Background: an optimization exercise with open tools, aiming at small area, a short achievable clock period and few clock cycles per item. Do not read the settings as production practice.
RTL that was checked went through simulation tests only; none was proved equivalent to the original.
Power figures rest on the tool's default switching activity, not on a simulated workload.

==> flow/design.v <==
`default_nettype none
package tpq_pkg;
	typedef enum logic {
		OP_ENQ = 1'b0,
		OP_DEQ = 1'b1
	} op_t;
	typedef enum logic [1:0] {
		ST_OK    = 2'd0,
		ST_FULL  = 2'd1,
		ST_EMPTY = 2'd2
	} status_t;
	typedef struct packed {
		logic [7:0]  prio;
		logic [15:0] arrival;
		logic [15:0] service;
		logic [7:0]  dev;
	} entry_t;
	typedef struct packed {
		logic enq;
		logic deq;
	} ctrl_t;
endpackage
`default_nettype wire
`default_nettype none
module tpq_cell (
	input  wire logic            clk,
	input  wire logic            we,
	input  wire tpq_pkg::entry_t new_entry,
	input  wire logic [23:0]     new_key_x,  
	output tpq_pkg::entry_t      slot_q,
	output logic                 ahead
);
	tpq_cmp u_cmp (
		.sp (slot_q.prio),
		.sa (slot_q.arrival),
		.xp (new_key_x[23:16]),
		.xa (new_key_x[15:0]),
		.gt (ahead)
	);
	always_ff @(posedge clk) begin
		if (we) begin
			slot_q <= new_entry;
		end
	end
endmodule
module tpq_cmp (
	input  wire logic [7:0]  sp,
	input  wire logic [15:0] sa,
	input  wire logic [7:0]  xp,
	input  wire logic [15:0] xa,
	output logic             gt
);
	logic [23:0] g0, p0;
	logic [11:0] g1, p1;
	logic [5:0]  g2, p2;
	logic [2:0]  g3, p3;
	assign g0 = {sp & xp, ~(sa | xa)};
	assign p0 = {sp | xp, ~(sa & xa)};
	always_comb begin
		for (int k = 0; k < 12; k++) begin
			g1[k] = g0[2*k+1] | (p0[2*k+1] & g0[2*k]);
			p1[k] = p0[2*k+1] & p0[2*k];
		end
		for (int k = 0; k < 6; k++) begin
			g2[k] = g1[2*k+1] | (p1[2*k+1] & g1[2*k]);
			p2[k] = p1[2*k+1] & p1[2*k];
		end
		for (int k = 0; k < 3; k++) begin
			g3[k] = g2[2*k+1] | (p2[2*k+1] & g2[2*k]);
			p3[k] = p2[2*k+1] & p2[2*k];
		end
	end
	assign gt = g3[2] | (p3[2] & (g3[1] | (p3[1] & g3[0])));
endmodule
module tpq_head (
	input  wire logic [15:0]          valid,
	input  wire logic [15:0][15:0]    bef,         
	input  wire logic [15:0]          pend,        
	input  wire logic [15:0]          pend_ahead,  
	output logic      [15:0]          head
);
	localparam int N = 16;
	logic [N-1:0] skip;       
	logic         pend_best;  
	assign skip      = ~valid | pend;
	assign pend_best = !(|(pend_ahead & valid & ~pend));
	always_comb begin
		for (int i = 0; i < N; i++) begin
			head[i] = valid[i];
			for (int j = 0; j < N; j++) begin
				if (j < i) head[i] = head[i] && (skip[j] || !bef[j][i]);
				if (j > i) head[i] = head[i] && (skip[j] || bef[i][j]);
			end
			if (pend[i]) begin
				head[i] = valid[i] && pend_best;
			end else begin
				head[i] = head[i] && pend_ahead[i];
			end
		end
	end
endmodule
`default_nettype wire
`default_nettype none
module task_priority_queue
#(
	parameter int QUEUE_DEPTH = 16
) (
	input  wire logic        clk,
	input  wire logic        arst_n,
	input  wire logic        req_valid,
	output      logic        req_ready,
	input  wire logic        req_operation,
	input  wire logic [7:0]  req_priority_req,
	input  wire logic [15:0] req_arrive_tick,
	input  wire logic [15:0] req_run_cycles,
	input  wire logic [7:0]  req_owner_tag,
	output      logic        rsp_valid,
	input  wire logic        rsp_ready,
	output      logic [1:0]  rsp_status,
	output      logic        rsp_task_valid,
	output      logic [7:0]  rsp_out_priority,
	output      logic [15:0] rsp_out_arrive_tick,
	output      logic [15:0] rsp_out_run_cycles,
	output      logic [7:0]  rsp_out_owner_tag,
	output      logic [4:0]  rsp_occupancy
);
	localparam int N  = QUEUE_DEPTH;
	localparam int CW = $clog2(QUEUE_DEPTH + 1);
	logic [CW-1:0]   count_q;
	logic [N-1:0]    valid_q;
	logic [N-1:0]    alloc_q;      
	logic [N*48-1:0] slot_v;       
	logic [N-1:0]    ahead;        
	logic [N-1:0][N-1:0] bef_q;    
	logic [N-1:0]    head;         
	logic [N-1:0]    we;
	logic [N-1:0]    valid_next;
	logic [N-1:0]    alloc_next;
	logic [N-1:0]    pend_q;         
	logic [N-1:0]    pend_ahead_q;   
	logic            res_v_q;
	tpq_pkg::status_t res_status_q;
	logic            res_tvalid_q;
	logic [CW-1:0]   res_occ_q;
	logic [N-1:0]    res_sel_q;    
	logic            ovalid_q;
	tpq_pkg::status_t status_q;
	logic            tvalid_q;
	logic [CW-1:0]   occ_q;
	tpq_pkg::entry_t oentry_q;
	tpq_pkg::entry_t sel_entry;
	logic            adv, fire, is_full, is_empty, enq, deq;
	logic [CW-1:0]   count_next;
	tpq_pkg::entry_t new_entry;
	logic [23:0]     new_key_x;
	assign adv       = !ovalid_q || rsp_ready;
	assign req_ready = !res_v_q || adv;
	assign fire      = req_valid && req_ready;
	assign is_full   = count_q[CW-1];
	assign is_empty  = (count_q == '0);
	assign enq       = fire && (tpq_pkg::op_t'(req_operation) == tpq_pkg::OP_ENQ) && !is_full;
	assign deq       = fire && (tpq_pkg::op_t'(req_operation) == tpq_pkg::OP_DEQ) && !is_empty;
	assign new_entry.prio    = req_priority_req;
	assign new_entry.arrival = req_arrive_tick;
	assign new_entry.service = req_run_cycles;
	assign new_entry.dev     = req_owner_tag;
	assign new_key_x = ~{req_priority_req, req_arrive_tick};
	assign we = enq ? alloc_q : '0;
	for (genvar i = 0; i < N; i++) begin : g_cell
		tpq_cell u_cell (
			.clk       (clk),
			.we        (we[i]),
			.new_entry (new_entry),
			.new_key_x (new_key_x),
			.slot_q    (slot_v[i*48 +: 48]),
			.ahead     (ahead[i])
		);
	end
	tpq_head u_head (
		.valid      (valid_q),
		.bef        (bef_q),
		.pend       (pend_q),
		.pend_ahead (pend_ahead_q),
		.head       (head)
	);
	always_comb begin
		valid_next = valid_q;
		count_next = count_q;
		if (enq) begin
			valid_next = valid_q | alloc_q;
			count_next = count_q + CW'(1);
		end else if (deq) begin
			valid_next = valid_q & ~head;
			count_next = count_q - CW'(1);
		end
	end
	logic [N-1:0] alloc_enq;
	always_comb begin
		logic seen;
		seen = 1'b0;
		for (int i = 0; i < N; i++) begin
			alloc_enq[i] = !(valid_q[i] || alloc_q[i]) && !seen;
			seen = seen || !(valid_q[i] || alloc_q[i]);
		end
	end
	always_comb begin
		alloc_next = alloc_q;
		if (enq) begin
			alloc_next = alloc_enq;
		end else if (deq && is_full) begin
			alloc_next = head;
		end
	end
	always_ff @(posedge clk) begin
		for (int i = 0; i < N; i++) begin
			for (int j = i + 1; j < N; j++) begin
				if (pend_q[i] || pend_q[j]) begin
					bef_q[i][j] <= pend_q[i] ? !pend_ahead_q[j] : pend_ahead_q[i];
				end
			end
		end
	end
	always_ff @(posedge clk) begin
		pend_ahead_q <= enq ? ahead : '1;
	end
	always_ff @(posedge clk or negedge arst_n) begin
		if (!arst_n) begin
			count_q  <= '0;
			valid_q  <= '0;
			alloc_q  <= N'(1);
			pend_q   <= '0;
			res_v_q  <= 1'b0;
			ovalid_q <= 1'b0;
		end else begin
			count_q  <= count_next;
			valid_q  <= valid_next;
			alloc_q  <= alloc_next;
			pend_q   <= enq ? alloc_q : '0;
			if (fire) begin
				res_v_q <= 1'b1;
			end else if (adv) begin
				res_v_q <= 1'b0;
			end
			if (adv) begin
				ovalid_q <= res_v_q;
			end
		end
	end
	always_ff @(posedge clk) begin
		if (fire) begin
			res_tvalid_q <= deq;
			res_sel_q    <= deq ? head : '0;
			res_occ_q    <= count_next;
			if (enq || deq) begin
				res_status_q <= tpq_pkg::ST_OK;
			end else if (tpq_pkg::op_t'(req_operation) == tpq_pkg::OP_ENQ) begin
				res_status_q <= tpq_pkg::ST_FULL;
			end else begin
				res_status_q <= tpq_pkg::ST_EMPTY;
			end
		end
	end
	always_comb begin
		sel_entry = '0;
		for (int i = 0; i < N; i++) begin
			sel_entry = sel_entry | (slot_v[i*48 +: 48] & {48{res_sel_q[i]}});
		end
	end
	always_ff @(posedge clk) begin
		if (adv && res_v_q) begin
			status_q <= res_status_q;
			tvalid_q <= res_tvalid_q;
			occ_q    <= res_occ_q;
			oentry_q <= sel_entry;
		end
	end
	assign rsp_valid           = ovalid_q;
	assign rsp_status          = status_q;
	assign rsp_task_valid      = tvalid_q;
	assign rsp_out_priority    = oentry_q.prio;
	assign rsp_out_arrive_tick = oentry_q.arrival;
	assign rsp_out_run_cycles  = oentry_q.service;
	assign rsp_out_owner_tag   = oentry_q.dev;
	assign rsp_occupancy       = occ_q;
endmodule
`default_nettype wire
make LEC_CHECK=0 CAP_MARGIN=20 CORE_MARGIN=2 CORE_UTILIZATION=40 CTS_CLUSTER_DIAMETER=90 CTS_CLUSTER_SIZE=22 SETUP_SLACK_MARGIN=1.7 SLEW_MARGIN=20 SYNTH_HIERARCHICAL=1 SYNTH_MINIMUM_KEEP_SIZE=0 finish   # period 3.7 ns
run.sh (not shown) runs the stock make flow with config.mk's settings and CLKGATE_MAP_FILE= SYNTH_SCRIPT=/design/flow/synth_recipe.tcl, a recipe that flattens the netlist after the stock synthesis.
The first run completed without violations.
Next try:
--- a/flow/design.v
+++ b/flow/design.v
@@ -28,13 +28,17 @@
 	input  wire tpq_pkg::entry_t new_entry,
 	input  wire logic [23:0]     new_key_x,  
+	input  wire logic            valid,
+	input  wire logic            enq,
 	output tpq_pkg::entry_t      slot_q,
 	output logic                 ahead
 );
 	tpq_cmp u_cmp (
-		.sp (slot_q.prio),
-		.sa (slot_q.arrival),
-		.xp (new_key_x[23:16]),
-		.xa (new_key_x[15:0]),
-		.gt (ahead)
+		.sp    (slot_q.prio),
+		.sa    (slot_q.arrival),
+		.xp    (new_key_x[23:16]),
+		.xa    (new_key_x[15:0]),
+		.en    (valid),
+		.force1(!enq),
+		.gt    (ahead)
 	);
 	always_ff @(posedge clk) begin
@@ -49,4 +53,6 @@
 	input  wire logic [7:0]  xp,
 	input  wire logic [15:0] xa,
+	input  wire logic        en,
+	input  wire logic        force1,
 	output logic             gt
 );
@@ -71,5 +77,5 @@
 		end
 	end
-	assign gt = g3[2] | (p3[2] & (g3[1] | (p3[1] & g3[0])));
+	assign gt = force1 | (en & (g3[2] | (p3[2] & (g3[1] | (p3[1] & g3[0])))));
 endmodule
 module tpq_head (
@@ -84,5 +90,5 @@
 	logic         pend_best;  
 	assign skip      = ~valid | pend;
-	assign pend_best = !(|(pend_ahead & valid & ~pend));
+	assign pend_best = !(|pend_ahead);
 	always_comb begin
 		for (int i = 0; i < N; i++) begin
@@ -130,4 +136,6 @@
 	logic [N-1:0]    valid_q;
 	logic [N-1:0]    alloc_q;      
+	logic            alloc_sel_q;  
+	logic [N-1:0]    alloc;        
 	logic [N*48-1:0] slot_v;       
 	logic [N-1:0]    ahead;        
@@ -137,5 +145,6 @@
 	logic [N-1:0]    valid_next;
 	logic [N-1:0]    alloc_next;
-	logic [N-1:0]    pend_q;         
+	logic [N-1:0]    pend_n_q;       
+	logic [N-1:0]    pend_q;
 	logic [N-1:0]    pend_ahead_q;   
 	logic            res_v_q;
@@ -166,5 +175,6 @@
 	assign new_entry.dev     = req_owner_tag;
 	assign new_key_x = ~{req_priority_req, req_arrive_tick};
-	assign we = enq ? alloc_q : '0;
+	assign alloc = alloc_sel_q ? res_sel_q : alloc_q;
+	assign we    = enq ? alloc : '0;
 	for (genvar i = 0; i < N; i++) begin : g_cell
 		tpq_cell u_cell (
@@ -173,4 +183,6 @@
 			.new_entry (new_entry),
 			.new_key_x (new_key_x),
+			.valid     (valid_q[i]),
+			.enq       (enq),
 			.slot_q    (slot_v[i*48 +: 48]),
 			.ahead     (ahead[i])
@@ -188,5 +200,5 @@
 		count_next = count_q;
 		if (enq) begin
-			valid_next = valid_q | alloc_q;
+			valid_next = valid_q | alloc;
 			count_next = count_q + CW'(1);
 		end else if (deq) begin
@@ -200,16 +212,9 @@
 		seen = 1'b0;
 		for (int i = 0; i < N; i++) begin
-			alloc_enq[i] = !(valid_q[i] || alloc_q[i]) && !seen;
-			seen = seen || !(valid_q[i] || alloc_q[i]);
-		end
-	end
-	always_comb begin
-		alloc_next = alloc_q;
-		if (enq) begin
-			alloc_next = alloc_enq;
-		end else if (deq && is_full) begin
-			alloc_next = head;
-		end
-	end
+			alloc_enq[i] = !(valid_q[i] || alloc[i]) && !seen;
+			seen = seen || !(valid_q[i] || alloc[i]);
+		end
+	end
+	assign alloc_next = enq ? alloc_enq : alloc;
 	always_ff @(posedge clk) begin
 		for (int i = 0; i < N; i++) begin
@@ -222,6 +227,8 @@
 	end
 	always_ff @(posedge clk) begin
-		pend_ahead_q <= enq ? ahead : '1;
-	end
+		pend_ahead_q <= ahead;
+		pend_n_q     <= enq ? ~alloc : '1;
+	end
+	assign pend_q = ~pend_n_q;
 	always_ff @(posedge clk or negedge arst_n) begin
 		if (!arst_n) begin
@@ -229,5 +236,5 @@
 			valid_q  <= '0;
 			alloc_q  <= N'(1);
-			pend_q   <= '0;
+			alloc_sel_q <= 1'b0;
 			res_v_q  <= 1'b0;
 			ovalid_q <= 1'b0;
@@ -236,5 +243,5 @@
 			valid_q  <= valid_next;
 			alloc_q  <= alloc_next;
-			pend_q   <= enq ? alloc_q : '0;
+			alloc_sel_q <= deq && is_full;
 			if (fire) begin
 				res_v_q <= 1'b1;
After rerunning:
- via count falls by 1.6%
- synthesized area went down by 1.9%
- wire length came out lower by 0.36%
- sequential share of layout area goes up by 2.0 points
- count of clock-buffer cells in the layout is higher by 15
- maximum frequency increases by 9.9%
- sequential power falls by about 6%
- design area decreases by 3.8%
- total power falls by 11%
- register-to-register slack is better by 0.21 ns
- die area is lower by 1.9%
- non-clock buffer count is lower by 98
- final cell count drops by 2.6%
- clock power grows by about 1%
Testbench counts after the change, summed over its fixed seeds: cycles 12,016, items 12,000.
For the first run of this note, only the layout was checked, not whether the RTL still works.

## run a
RTL: the design.v shown in full above, as it stands there.
clock: 3.7 ns
lec_check: 0
cap_margin: 20
core_margin: 2
core_utilization: 40
cts_cluster_diameter: 90
cts_cluster_size: 22
setup_slack_margin: 1.5
slew_margin: 20
synth_hierarchical: 1
synth_minimum_keep_size: 0
Inputs modified between run a and run b:
-- flow/design.v --
<<< run a, line 97
				head[i] = head[i] && pend_ahead[i];
			end
		end
	end
>>> run b, line 97
				head[i] = head[i] && pend_ahead[i];
			end
		end
	end
endmodule
module tpq_omux (
	input  wire logic [16*48-1:0] slots,  
	input  wire logic [15:0]      sel,
	output logic      [47:0]      entry
);
	always_comb begin
		entry = '0;
		for (int i = 0; i < 16; i++) begin
			entry = entry | (slots[i*48 +: 48] & {48{sel[i]}});
		end
	end
<<< run a, line 261
		end
	end
	always_comb begin
		sel_entry = '0;
		for (int i = 0; i < N; i++) begin
			sel_entry = sel_entry | (slot_v[i*48 +: 48] & {48{res_sel_q[i]}});
		end
	end
	always_ff @(posedge clk) begin
		if (adv && res_v_q) begin
>>> run b, line 273
		end
	end
	tpq_omux u_omux (
		.slots (slot_v),
		.sel   (res_sel_q),
		.entry (sel_entry)
	);
	always_ff @(posedge clk) begin
		if (adv && res_v_q) begin
Results
res_sel_q[8]$_SDFFCE_PN0P_ as the termination of the worst setup path was reported by run a, and alloc_q[8]$_DFFE_PN0P_ by run b. Going from run a to run b, share of the cycle needed by the critical path after routing has remained practically unchanged, pre-CTS worst setup slack has increased. Fraction of cell area in non-clock buffers (lower): run b. Going from run a to run b, the global-route usage was found to have gone down by 3.7 points. Number of cells traversed by the worst register-to-register path in run b is 1 below run a. Clock period minus worst slack: run a vs run b — no meaningful difference. Count of non-filler cells in the finished layout (run b vs. run a) decreases slightly. Final cell area: run b below run a.
Testbench counts of run b, summed over its fixed seeds: cycles 12,016, items 12,000.
No functional check of the RTL was part of run a.

== the reference run ==
Another version of the RTL of task_priority_queue (not shown whole).
Size: about 1,000 flip-flops, ~110 I/O pins, about 46,000 sq um of cells after synthesis.
==> module task_priority_queue, before the edit <==
module task_priority_queue
#(
	parameter int QUEUE_DEPTH = 16
) (
	input  wire logic        clk,
	input  wire logic        arst_n,
	input  wire logic        req_valid,
	output      logic        req_ready,
	input  wire logic        req_operation,
	input  wire logic [7:0]  req_priority_req,
	input  wire logic [15:0] req_arrive_tick,
	input  wire logic [15:0] req_run_cycles,
	input  wire logic [7:0]  req_owner_tag,
	output      logic        rsp_valid,
	input  wire logic        rsp_ready,
	output      logic [1:0]  rsp_status,
	output      logic        rsp_task_valid,
	output      logic [7:0]  rsp_out_priority,
	output      logic [15:0] rsp_out_arrive_tick,
	output      logic [15:0] rsp_out_run_cycles,
	output      logic [7:0]  rsp_out_owner_tag,
	output      logic [4:0]  rsp_occupancy
);
	localparam int N  = QUEUE_DEPTH;
	localparam int CW = $clog2(QUEUE_DEPTH + 1);
	logic [CW-1:0]   count_q;
	logic [N-1:0]    valid_q;
	logic [N-1:0]    alloc_q;      
	logic [N*48-1:0] slot_v;       
	logic [N-1:0]    ahead;        
	logic [N-1:0][N-1:0] bef_q;    
	logic [N-1:0]    head;         
	logic [N-1:0]    we;
	logic [N-1:0]    valid_next;
	logic [N-1:0]    alloc_next;
	logic            res_v_q;
	tpq_pkg::status_t res_status_q;
	logic            res_tvalid_q;
	logic [CW-1:0]   res_occ_q;
	logic [N-1:0]    res_sel_q;    
	logic            ovalid_q;
	tpq_pkg::status_t status_q;
	logic            tvalid_q;
	logic [CW-1:0]   occ_q;
	tpq_pkg::entry_t oentry_q;
	tpq_pkg::entry_t sel_entry;
	logic            adv, fire, is_full, is_empty, enq, deq;
	logic [CW-1:0]   count_next;
	tpq_pkg::entry_t new_entry;
	logic [23:0]     new_key_x;
	assign adv       = !ovalid_q || rsp_ready;
	assign req_ready = !res_v_q || adv;
	assign fire      = req_valid && req_ready;
	assign is_full   = count_q[CW-1];
	assign is_empty  = (count_q == '0);
	assign enq       = fire && (tpq_pkg::op_t'(req_operation) == tpq_pkg::OP_ENQ) && !is_full;
	assign deq       = fire && (tpq_pkg::op_t'(req_operation) == tpq_pkg::OP_DEQ) && !is_empty;
	assign new_entry.prio    = req_priority_req;
	assign new_entry.arrival = req_arrive_tick;
	assign new_entry.service = req_run_cycles;
	assign new_entry.dev     = req_owner_tag;
	assign new_key_x = ~{req_priority_req, req_arrive_tick};
	assign we = enq ? alloc_q : '0;
	for (genvar i = 0; i < N; i++) begin : g_cell
		tpq_cell u_cell (
			.clk       (clk),
			.we        (we[i]),
			.new_entry (new_entry),
			.new_key_x (new_key_x),
			.slot_q    (slot_v[i*48 +: 48]),
			.ahead     (ahead[i])
		);
	end
	always_comb begin
		for (int i = 0; i < N; i++) begin
			head[i] = valid_q[i];
			for (int j = 0; j < N; j++) begin
				if (j < i) head[i] = head[i] && (!valid_q[j] || !bef_q[j][i]);
				if (j > i) head[i] = head[i] && (!valid_q[j] || bef_q[i][j]);
			end
		end
	end
	always_comb begin
		valid_next = valid_q;
		count_next = count_q;
		if (enq) begin
			valid_next = valid_q | alloc_q;
			count_next = count_q + CW'(1);
		end else if (deq) begin
			valid_next = valid_q & ~head;
			count_next = count_q - CW'(1);
		end
	end
	logic [N-1:0] alloc_enq;
	logic [N-1:0] below_alloc;
	always_comb begin
		logic seen;
		seen = 1'b0;
		for (int i = 0; i < N; i++) begin
			alloc_enq[i] = !(valid_q[i] || alloc_q[i]) && !seen;
			seen = seen || !(valid_q[i] || alloc_q[i]);
		end
		seen = 1'b1;
		for (int i = 0; i < N; i++) begin
			seen = seen && valid_q[i];
			below_alloc[i] = seen;
		end
	end
	always_comb begin
		alloc_next = alloc_q;
		if (enq) begin
			alloc_next = alloc_enq;
		end else if (deq && |(head & below_alloc)) begin
			alloc_next = head;
		end
	end
	always_ff @(posedge clk) begin
		for (int i = 0; i < N; i++) begin
			for (int j = i + 1; j < N; j++) begin
				if (enq && (alloc_q[i] || alloc_q[j])) begin
					bef_q[i][j] <= alloc_q[i] ? !ahead[j] : ahead[i];
				end
			end
		end
	end
	always_ff @(posedge clk or negedge arst_n) begin
		if (!arst_n) begin
			count_q  <= '0;
			valid_q  <= '0;
			alloc_q  <= N'(1);
			res_v_q  <= 1'b0;
			ovalid_q <= 1'b0;
		end else begin
			count_q <= count_next;
			valid_q <= valid_next;
			alloc_q <= alloc_next;
			if (fire) begin
				res_v_q <= 1'b1;
			end else if (adv) begin
				res_v_q <= 1'b0;
			end
			if (adv) begin
				ovalid_q <= res_v_q;
			end
		end
	end
	always_ff @(posedge clk) begin
		if (fire) begin
			res_tvalid_q <= deq;
			res_sel_q    <= deq ? head : '0;
			res_occ_q    <= count_next;
			if (enq || deq) begin
				res_status_q <= tpq_pkg::ST_OK;
			end else if (tpq_pkg::op_t'(req_operation) == tpq_pkg::OP_ENQ) begin
				res_status_q <= tpq_pkg::ST_FULL;
			end else begin
				res_status_q <= tpq_pkg::ST_EMPTY;
			end
		end
	end
	always_comb begin
		sel_entry = '0;
		for (int i = 0; i < N; i++) begin
			sel_entry = sel_entry | (slot_v[i*48 +: 48] & {48{res_sel_q[i]}});
		end
	end
	always_ff @(posedge clk) begin
		if (adv && res_v_q) begin
			status_q <= res_status_q;
			tvalid_q <= res_tvalid_q;
			occ_q    <= res_occ_q;
			oentry_q <= sel_entry;
		end
	end
	assign rsp_valid           = ovalid_q;
	assign rsp_status          = status_q;
	assign rsp_task_valid      = tvalid_q;
	assign rsp_out_priority    = oentry_q.prio;
	assign rsp_out_arrive_tick = oentry_q.arrival;
	assign rsp_out_run_cycles  = oentry_q.service;
	assign rsp_out_owner_tag   = oentry_q.dev;
	assign rsp_occupancy       = occ_q;
endmodule
Settings: LEC_CHECK=0, CAP_MARGIN=20, CORE_MARGIN=2, CORE_UTILIZATION=40, SETUP_SLACK_MARGIN=1.0, SLEW_MARGIN=20, SYNTH_HIERARCHICAL=1, SYNTH_MINIMUM_KEEP_SIZE=0; clock period 3.7 ns.
Testbench counts of the reference run, summed over its fixed seeds: cycles 12,016, items 12,000.
Input changes introduced in the trial run (baseline for comparison: the reference run):
diff --git a/flow/design.v b/flow/design.v
--- a/flow/design.v
+++ b/flow/design.v
@@ -129,21 +129,14 @@
 	logic [N-1:0]    valid_next;
 	logic [N-1:0]    alloc_next;
-	logic            res_v_q;
-	tpq_pkg::status_t res_status_q;
-	logic            res_tvalid_q;
-	logic [CW-1:0]   res_occ_q;
-	logic [N-1:0]    res_sel_q;    
 	logic            ovalid_q;
 	tpq_pkg::status_t status_q;
 	logic            tvalid_q;
-	logic [CW-1:0]   occ_q;
-	tpq_pkg::entry_t oentry_q;
+	logic [N-1:0]    sel_q;        
 	tpq_pkg::entry_t sel_entry;
-	logic            adv, fire, is_full, is_empty, enq, deq;
+	logic            fire, is_full, is_empty, enq, deq;
 	logic [CW-1:0]   count_next;
 	tpq_pkg::entry_t new_entry;
 	logic [23:0]     new_key_x;
-	assign adv       = !ovalid_q || rsp_ready;
-	assign req_ready = !res_v_q || adv;
+	assign req_ready = !ovalid_q || rsp_ready;
 	assign fire      = req_valid && req_ready;
 	assign is_full   = count_q[CW-1];
@@ -224,5 +217,4 @@
 			valid_q  <= '0;
 			alloc_q  <= N'(1);
-			res_v_q  <= 1'b0;
 			ovalid_q <= 1'b0;
 		end else begin
@@ -231,10 +223,7 @@
 			alloc_q <= alloc_next;
 			if (fire) begin
-				res_v_q <= 1'b1;
-			end else if (adv) begin
-				res_v_q <= 1'b0;
-			end
-			if (adv) begin
-				ovalid_q <= res_v_q;
+				ovalid_q <= 1'b1;
+			end else if (rsp_ready) begin
+				ovalid_q <= 1'b0;
 			end
 		end
@@ -242,13 +231,12 @@
 	always_ff @(posedge clk) begin
 		if (fire) begin
-			res_tvalid_q <= deq;
-			res_sel_q    <= deq ? head : '0;
-			res_occ_q    <= count_next;
+			tvalid_q <= deq;
+			sel_q    <= deq ? head : '0;
 			if (enq || deq) begin
-				res_status_q <= tpq_pkg::ST_OK;
+				status_q <= tpq_pkg::ST_OK;
 			end else if (tpq_pkg::op_t'(req_operation) == tpq_pkg::OP_ENQ) begin
-				res_status_q <= tpq_pkg::ST_FULL;
+				status_q <= tpq_pkg::ST_FULL;
 			end else begin
-				res_status_q <= tpq_pkg::ST_EMPTY;
+				status_q <= tpq_pkg::ST_EMPTY;
 			end
 		end
@@ -257,13 +245,5 @@
 		sel_entry = '0;
 		for (int i = 0; i < N; i++) begin
-			sel_entry = sel_entry | (slot_v[i*48 +: 48] & {48{res_sel_q[i]}});
-		end
-	end
-	always_ff @(posedge clk) begin
-		if (adv && res_v_q) begin
-			status_q <= res_status_q;
-			tvalid_q <= res_tvalid_q;
-			occ_q    <= res_occ_q;
-			oentry_q <= sel_entry;
+			sel_entry = sel_entry | (slot_v[i*48 +: 48] & {48{sel_q[i]}});
 		end
 	end
@@ -271,9 +251,9 @@
 	assign rsp_status          = status_q;
 	assign rsp_task_valid      = tvalid_q;
-	assign rsp_out_priority    = oentry_q.prio;
-	assign rsp_out_arrive_tick = oentry_q.arrival;
-	assign rsp_out_run_cycles  = oentry_q.service;
-	assign rsp_out_owner_tag   = oentry_q.dev;
-	assign rsp_occupancy       = occ_q;
+	assign rsp_out_priority    = sel_entry.prio;
+	assign rsp_out_arrive_tick = sel_entry.arrival;
+	assign rsp_out_run_cycles  = sel_entry.service;
+	assign rsp_out_owner_tag   = sel_entry.dev;
+	assign rsp_occupancy       = count_q;
 endmodule
 `default_nettype wire
### Flow results
- Compared with the reference run, the trial run shows a wire length the detailed router placed on met1 that is 4.4% higher.
- Number of register bits inferred by synthesis: the trial run < the reference run
- Total die area: lower on the trial run
- The trial run vs. the reference run: post-synthesis cell count has decreased; number of clock buffers in the layout has increased; area of the core has decreased.
- Timing-limited maximum frequency: the trial run vs the reference run down about 20%
- Mean instance size in the synthesized netlist for the trial run: about 1% down relative to the reference run
- Time the final worst path needs with I/O delays and setup is higher on the trial run
- Where static leakage is concerned, the reference run is better than the trial run.
- Placer's final routability congestion estimate delta for the trial run relative to the reference run: 4.9% higher
No functional check of the RTL was part of the trial run.

afterwards: timing with drivers on the ports:
How much do the figures lean on ideal ports? The routed layouts below were timed once more, with nothing changed but the port constraints. Step 1: set_driving_cell puts a clkbuf_16 on clk and a buf_2 on each other input, an assumption about the parent block. Step 2 times the ports against the registers' clock, not the clock port: input delays grow and output delays shrink by t, the midpoint of the rising clock arrivals with the driver on. a / b / c = no drivers / after step 1 / after step 2; a / b = the first two.
run	t (ns)	slack for setup (ns)	worst hold slack (ns)	slew at the worst register clock pin (ns)
the first run of note 1	0.774	1.370 / 1.370 / 0.694	0.168 / 0.124 / 0.429	0.10 / 0.10
the second run of note 1	0.780	1.580 / 1.513 / 0.857	0.018 / -0.033 / 0.410	0.11 / 0.11
run a	0.788	1.384 / 1.384 / 0.757	0.350 / 0.302 / 0.429	0.11 / 0.11
run b	0.760	1.386 / 1.381 / 0.749	0.132 / 0.124 / 0.428	0.10 / 0.10
the reference run	0.794	0.943 / 0.943 / 0.218	0.155 / 0.107 / 0.419	0.07 / 0.07
the trial run	0.789	0.235 / 0.156 / 0.286	0.171 / 0.117 / 0.563	0.08 / 0.08
After both steps setup and hold are still met in every run listed. For the reference run, which loses most, drivers alone change the setup slack by 0.000 ns; drivers and shift together by -0.725 ns.
